Source: an optimization exercise on an open RTL-to-GDS flow (aim: small area, a short achievable clock period and few clock cycles per item). Production flows keep margins and buffers that such runs may drop.
Where RTL was checked, it was by simulation tests only, not by an equivalence proof against the original.

v6:
==> module fuzzy_signature_scanner, before the edit <==
module fuzzy_signature_scanner #(
   parameter int PATTERN_LEN = 32,
   parameter int OFFSET_BITS = 32
) (
   input  logic                      clock,
   input  logic                      reset,
   input  logic                      req_valid,
   output logic                      req_ready,
   input  logic [7:0]                req_data_byte,
   input  logic                      req_end_of_region,
   output logic                      rsp_valid,
   input  logic                      rsp_ready,
   output logic                      rsp_found,
   output logic [31:0]               rsp_hit_offset,
   input  logic                      csr_wr_en,
   input  logic [2:0]                csr_index,
   input  logic [63:0]               csr_wdata
);
   localparam int N = PATTERN_LEN;
   logic [REG_PATTERN_BYTES-1:0][BYTE_BITS-1:0] pat_ff;    
   logic [BYTE_BITS-1:0]                        final_ff;  
   logic [MATCH_BITS-1:0]                       min_ff;
   logic [CSR_DATA_BITS-1:0] wdata;
   logic [5:0]               wr;
   assign wdata = reset ? {{(CSR_DATA_BITS-MATCH_BITS){1'b0}}, MIN_MATCHES_RESET} : csr_wdata;
   for (genvar r = 0; r < 6; r++) begin : g_wr
      assign wr[r] = reset || (csr_wr_en && csr_index == 3'(r));
   end
   always_ff @(posedge clock) begin
      if (wr[CSR_PATTERN_LO])    pat_ff[7:0]   <= reset ? '0 : wdata;
      if (wr[CSR_PATTERN_MID])   pat_ff[15:8]  <= reset ? '0 : wdata;
      if (wr[CSR_PATTERN_UPPER]) pat_ff[23:16] <= reset ? '0 : wdata;
      if (wr[CSR_PATTERN_TOP])   pat_ff[30:24] <= reset ? '0 : wdata[55:0];
      if (wr[CSR_FINAL_BYTE])    final_ff      <= reset ? '0 : wdata[BYTE_BITS-1:0];
      if (wr[CSR_MIN_MATCHES])   min_ff        <= wdata[MATCH_BITS-1:0];
   end
   logic                 in_valid_ff;
   logic [BYTE_BITS-1:0] in_byte_ff;
   logic                 in_eor_ff;
   logic                 ready_ff;
   logic                   first_ff;      
   logic [4:0]             seen_ff;       
   logic                   past_ff;       
   logic                   hit_done_ff;   
   logic [OFFSET_BITS-1:0] off_ff;        
   logic                   rsp_valid_ff, rsp_found_ff;
   logic [N-1:1][5:0] part;
   logic [N-1:0][BYTE_BITS-1:0] pattern;
   logic [N-1:0]                equal;
   assign pattern = {final_ff, pat_ff};
   fss_match #(
      .PATTERN_LEN(N)
   ) u_match (
      .data_byte(in_byte_ff),
      .pattern  (pattern),
      .equal    (equal)
   );
   logic hd, live, risky, stall, go;
   logic hit_if_eq, hit_if_ne, hit_now, miss_now, report;
   assign hd    = hit_done_ff && !first_ff;
   assign live  = !first_ff && (&seen_ff) && !hd;
   assign risky = live || (in_eor_ff && !hd);
   assign stall = rsp_valid_ff && risky;
   assign go    = in_valid_ff && !stall;
   logic hit_if_eq_ff, hit_if_ne_ff;
   logic ge0, ge1, ge2;
   assign ge0 = {1'b0, part[2]} >= {1'b0, min_ff};
   assign ge1 = {1'b0, part[2]} + 7'd1 >= {1'b0, min_ff};
   assign ge2 = {1'b0, part[2]} + 7'd2 >= {1'b0, min_ff};
   assign hit_if_eq = equal[N-2] ? ge2 : ge1;
   assign hit_if_ne = equal[N-2] ? ge1 : ge0;
   assign hit_now   = live && (equal[N-1] ? hit_if_eq_ff : hit_if_ne_ff);
   assign miss_now  = in_eor_ff && !hd && !hit_now;
   assign report    = go && (hit_now || miss_now);
   logic                   in_valid_d, in_eor_d, first_d, hit_done_d, rsp_valid_d;
   logic [4:0]             seen_d;
   logic                   hd_d, live_d, risky_d, stall_d;
   logic [OFFSET_BITS-1:0] off_inc, off_d, off_carry;
   logic                   off_upd, off_sel;
   always_comb begin
      in_valid_d  = (req_valid && ready_ff) || (in_valid_ff && !go);
      in_eor_d    = ready_ff ? req_end_of_region : in_eor_ff;
      first_d     = go ? in_eor_ff : first_ff;
      seen_d      = go ? (first_ff ? 5'd1 : ((&seen_ff) ? seen_ff : seen_ff + 5'd1)) : seen_ff;
      hit_done_d  = go ? (hd || hit_now) : hit_done_ff;
      rsp_valid_d = report || (rsp_valid_ff && !rsp_ready);
      hd_d    = hit_done_d && !first_d;
      live_d  = !first_d && (&seen_d) && !hd_d;
      risky_d = live_d || (in_eor_d && !hd_d);
      stall_d = rsp_valid_d && risky_d;
      off_carry[0] = !(off_ff == {{(OFFSET_BITS-6){1'b1}}, 6'b011111});
      for (int i = 1; i < OFFSET_BITS; i++)
         off_carry[i] = off_carry[i-1] && off_ff[i-1];
      off_inc = off_ff ^ off_carry;
      off_upd = go && (live || (in_eor_ff && !hd));
      off_sel = off_upd && past_ff && live && !miss_now;
      off_d   = ({OFFSET_BITS{!off_upd}} & off_ff) | ({OFFSET_BITS{off_sel}} & off_inc);
   end
   always_ff @(posedge clock) begin
      if (reset) begin
         in_valid_ff  <= 1'b0;
         ready_ff     <= 1'b1;
         first_ff     <= 1'b1;
         rsp_valid_ff <= 1'b0;
      end else begin
         in_valid_ff  <= in_valid_d;
         ready_ff     <= !(in_valid_d && stall_d);
         first_ff     <= first_d;
         rsp_valid_ff <= rsp_valid_d;
      end
   end
   always_ff @(posedge clock) begin
      if (ready_ff) begin
         in_byte_ff <= req_data_byte;
         in_eor_ff  <= req_end_of_region;
      end
      seen_ff     <= seen_d;
      hit_done_ff <= hit_done_d;
      if (go) begin
         past_ff <= !first_ff && (&seen_ff);
         hit_if_eq_ff <= hit_if_eq;
         hit_if_ne_ff <= hit_if_ne;
      end
      off_ff       <= off_d;
      rsp_found_ff <= (report && hit_now) || (!report && rsp_found_ff);
   end
   for (genvar k = 1; k < N; k++) begin : g_part
      localparam int W = $clog2(N - k + 1);
      logic [W-1:0] part_ff;
      if (k == N - 1) begin : g_last
         always_ff @(posedge clock)
            if (go) part_ff <= equal[0];
      end else begin : g_mid
         logic [W-1:0] part_src, part_inc, part_cy;
         assign part_src = W'(part[k+1]);
         always_comb begin
            part_cy[0] = equal[N-1-k];
            for (int i = 1; i < W; i++)
               part_cy[i] = part_cy[i-1] && part_src[i-1];
            part_inc = part_src ^ part_cy;
         end
         always_ff @(posedge clock)
            if (go) part_ff <= part_inc;
      end
      assign part[k] = 6'(part_ff);
   end
   assign req_ready      = ready_ff;
   assign rsp_valid      = rsp_valid_ff;
   assign rsp_found      = rsp_found_ff;
   assign rsp_hit_offset = off_ff;
endmodule
==> flow/config.mk <==
export PLATFORM = sky130hd
export DESIGN_NAME = fuzzy_signature_scanner
export DESIGN_NICKNAME = fuzzy_signature_scanner
export VERILOG_FILES = /design/flow/design.v
export SDC_FILE = /design/flow/constraint.sdc
export NUM_CORES = 4
export LEC_CHECK = 0
export ABC_CLOCK_PERIOD_IN_PS = 2500
export CAP_MARGIN = 20
export CORE_MARGIN = 2
export CORE_UTILIZATION = 60
export CTS_CLUSTER_DIAMETER = 80
export CTS_CLUSTER_SIZE = 30
export SETUP_SLACK_MARGIN = 4.9
export SLEW_MARGIN = 20
==> flow/constraint.sdc <==
create_clock -name core_clock -period 7.5 [get_ports {clock}]
set_input_delay 1.5000 -clock core_clock [delete_from_list [all_inputs] [get_ports {clock}]]
set_output_delay 1.5000 -clock core_clock [all_outputs]
set_load 0.01 [all_outputs]
standard.sh (not shown) runs the stock make flow with config.mk's settings and CLKGATE_MAP_FILE= SYNTH_SCRIPT=/design/flow/synth_recipe.tcl, a recipe that flattens the netlist after the stock synthesis.
==> flow/flow/run.sh <==
#!/bin/bash
set -euo pipefail
bash standard.sh \
  "CTS_ARGS=-sink_clustering_enable -repair_clock_nets -sink_clustering_size 30 -sink_clustering_max_diameter 80 -dont_use_dummy_load" \
  finish > flow.log 2>&1
[inputs] v7 vs v6
diff --git a/flow/design.v b/flow/design.v
--- a/flow/design.v
+++ b/flow/design.v
@@ -115,5 +115,5 @@
    logic [4:0]             seen_d;
    logic                   hd_d, live_d, risky_d, stall_d;
-   logic [OFFSET_BITS-1:0] off_inc, off_d, off_carry;
+   logic [OFFSET_BITS-1:0] off_inc, off_d;
    logic                   off_upd, off_sel;
    always_comb begin
@@ -128,8 +128,5 @@
       risky_d = live_d || (in_eor_d && !hd_d);
       stall_d = rsp_valid_d && risky_d;
-      off_carry[0] = !(off_ff == {{(OFFSET_BITS-6){1'b1}}, 6'b011111});
-      for (int i = 1; i < OFFSET_BITS; i++)
-         off_carry[i] = off_carry[i-1] && off_ff[i-1];
-      off_inc = off_ff ^ off_carry;
+      off_inc = (off_ff == {{(OFFSET_BITS-6){1'b1}}, 6'b011111}) ? off_ff : off_ff + 1'b1;
       off_upd = go && (live || (in_eor_ff && !hd));
       off_sel = off_upd && past_ff && live && !miss_now;
@@ -171,14 +168,6 @@
             if (go) part_ff <= equal[0];
       end else begin : g_mid
-         logic [W-1:0] part_src, part_inc, part_cy;
-         assign part_src = W'(part[k+1]);
-         always_comb begin
-            part_cy[0] = equal[N-1-k];
-            for (int i = 1; i < W; i++)
-               part_cy[i] = part_cy[i-1] && part_src[i-1];
-            part_inc = part_src ^ part_cy;
-         end
          always_ff @(posedge clock)
-            if (go) part_ff <= part_inc;
+            if (go) part_ff <= W'(part[k+1]) + W'(equal[N-1-k]);
       end
       assign part[k] = 6'(part_ff);
Notes after the runs:
v7 ended up with rsp_hit_offset[17] as its worst setup path endpoint; v6 ended up with off_ff[31].
v7: slew at the pin closest to its max-slew limit 0.18 ns below v6
Min fmax across v6 and v7: v6
Of v6 and v7, v7 shows the lower count of plain and timing-repair buffers in the layout, with v6 above it.
Of v6 and v7, the run reporting the higher part of the cycle the worst path needs was v6.
Looking at setup slack, v7 sits above v6.
Testbench counts of v7, summed over its fixed seeds: cycles 35,186, bytes 35,180.
Function not checked in v6: the RTL went through the layout flow alone.

==> static timing again, ports no longer ideal <==
The flow's constraints put no driver on any port. The routed layouts listed below were extracted and timed again, unchanged, in two steps. Step 1, drivers: a clkbuf_16 drives clock and a buf_2 each remaining input, both assumed. Step 2, shift: input delay + t, output delay - t, t = (earliest + latest rising clock arrival at the registers) / 2. This alone moves slack from input paths to output paths. Three values: no drivers, after step 1, after step 2; two values: the first two.
run	t, ns	slack for setup (ns)	slew at the worst register clock pin (ns)
v6	0.583	1.251 / 1.251 / 1.251	0.11 / 0.11
v7	0.584	4.932 / 4.875 / 4.381	0.11 / 0.11
After both steps setup and hold are still met in every run listed. The setup slack of v7, which loses most, moves by -0.057 ns with the drivers and by -0.551 ns with both steps.
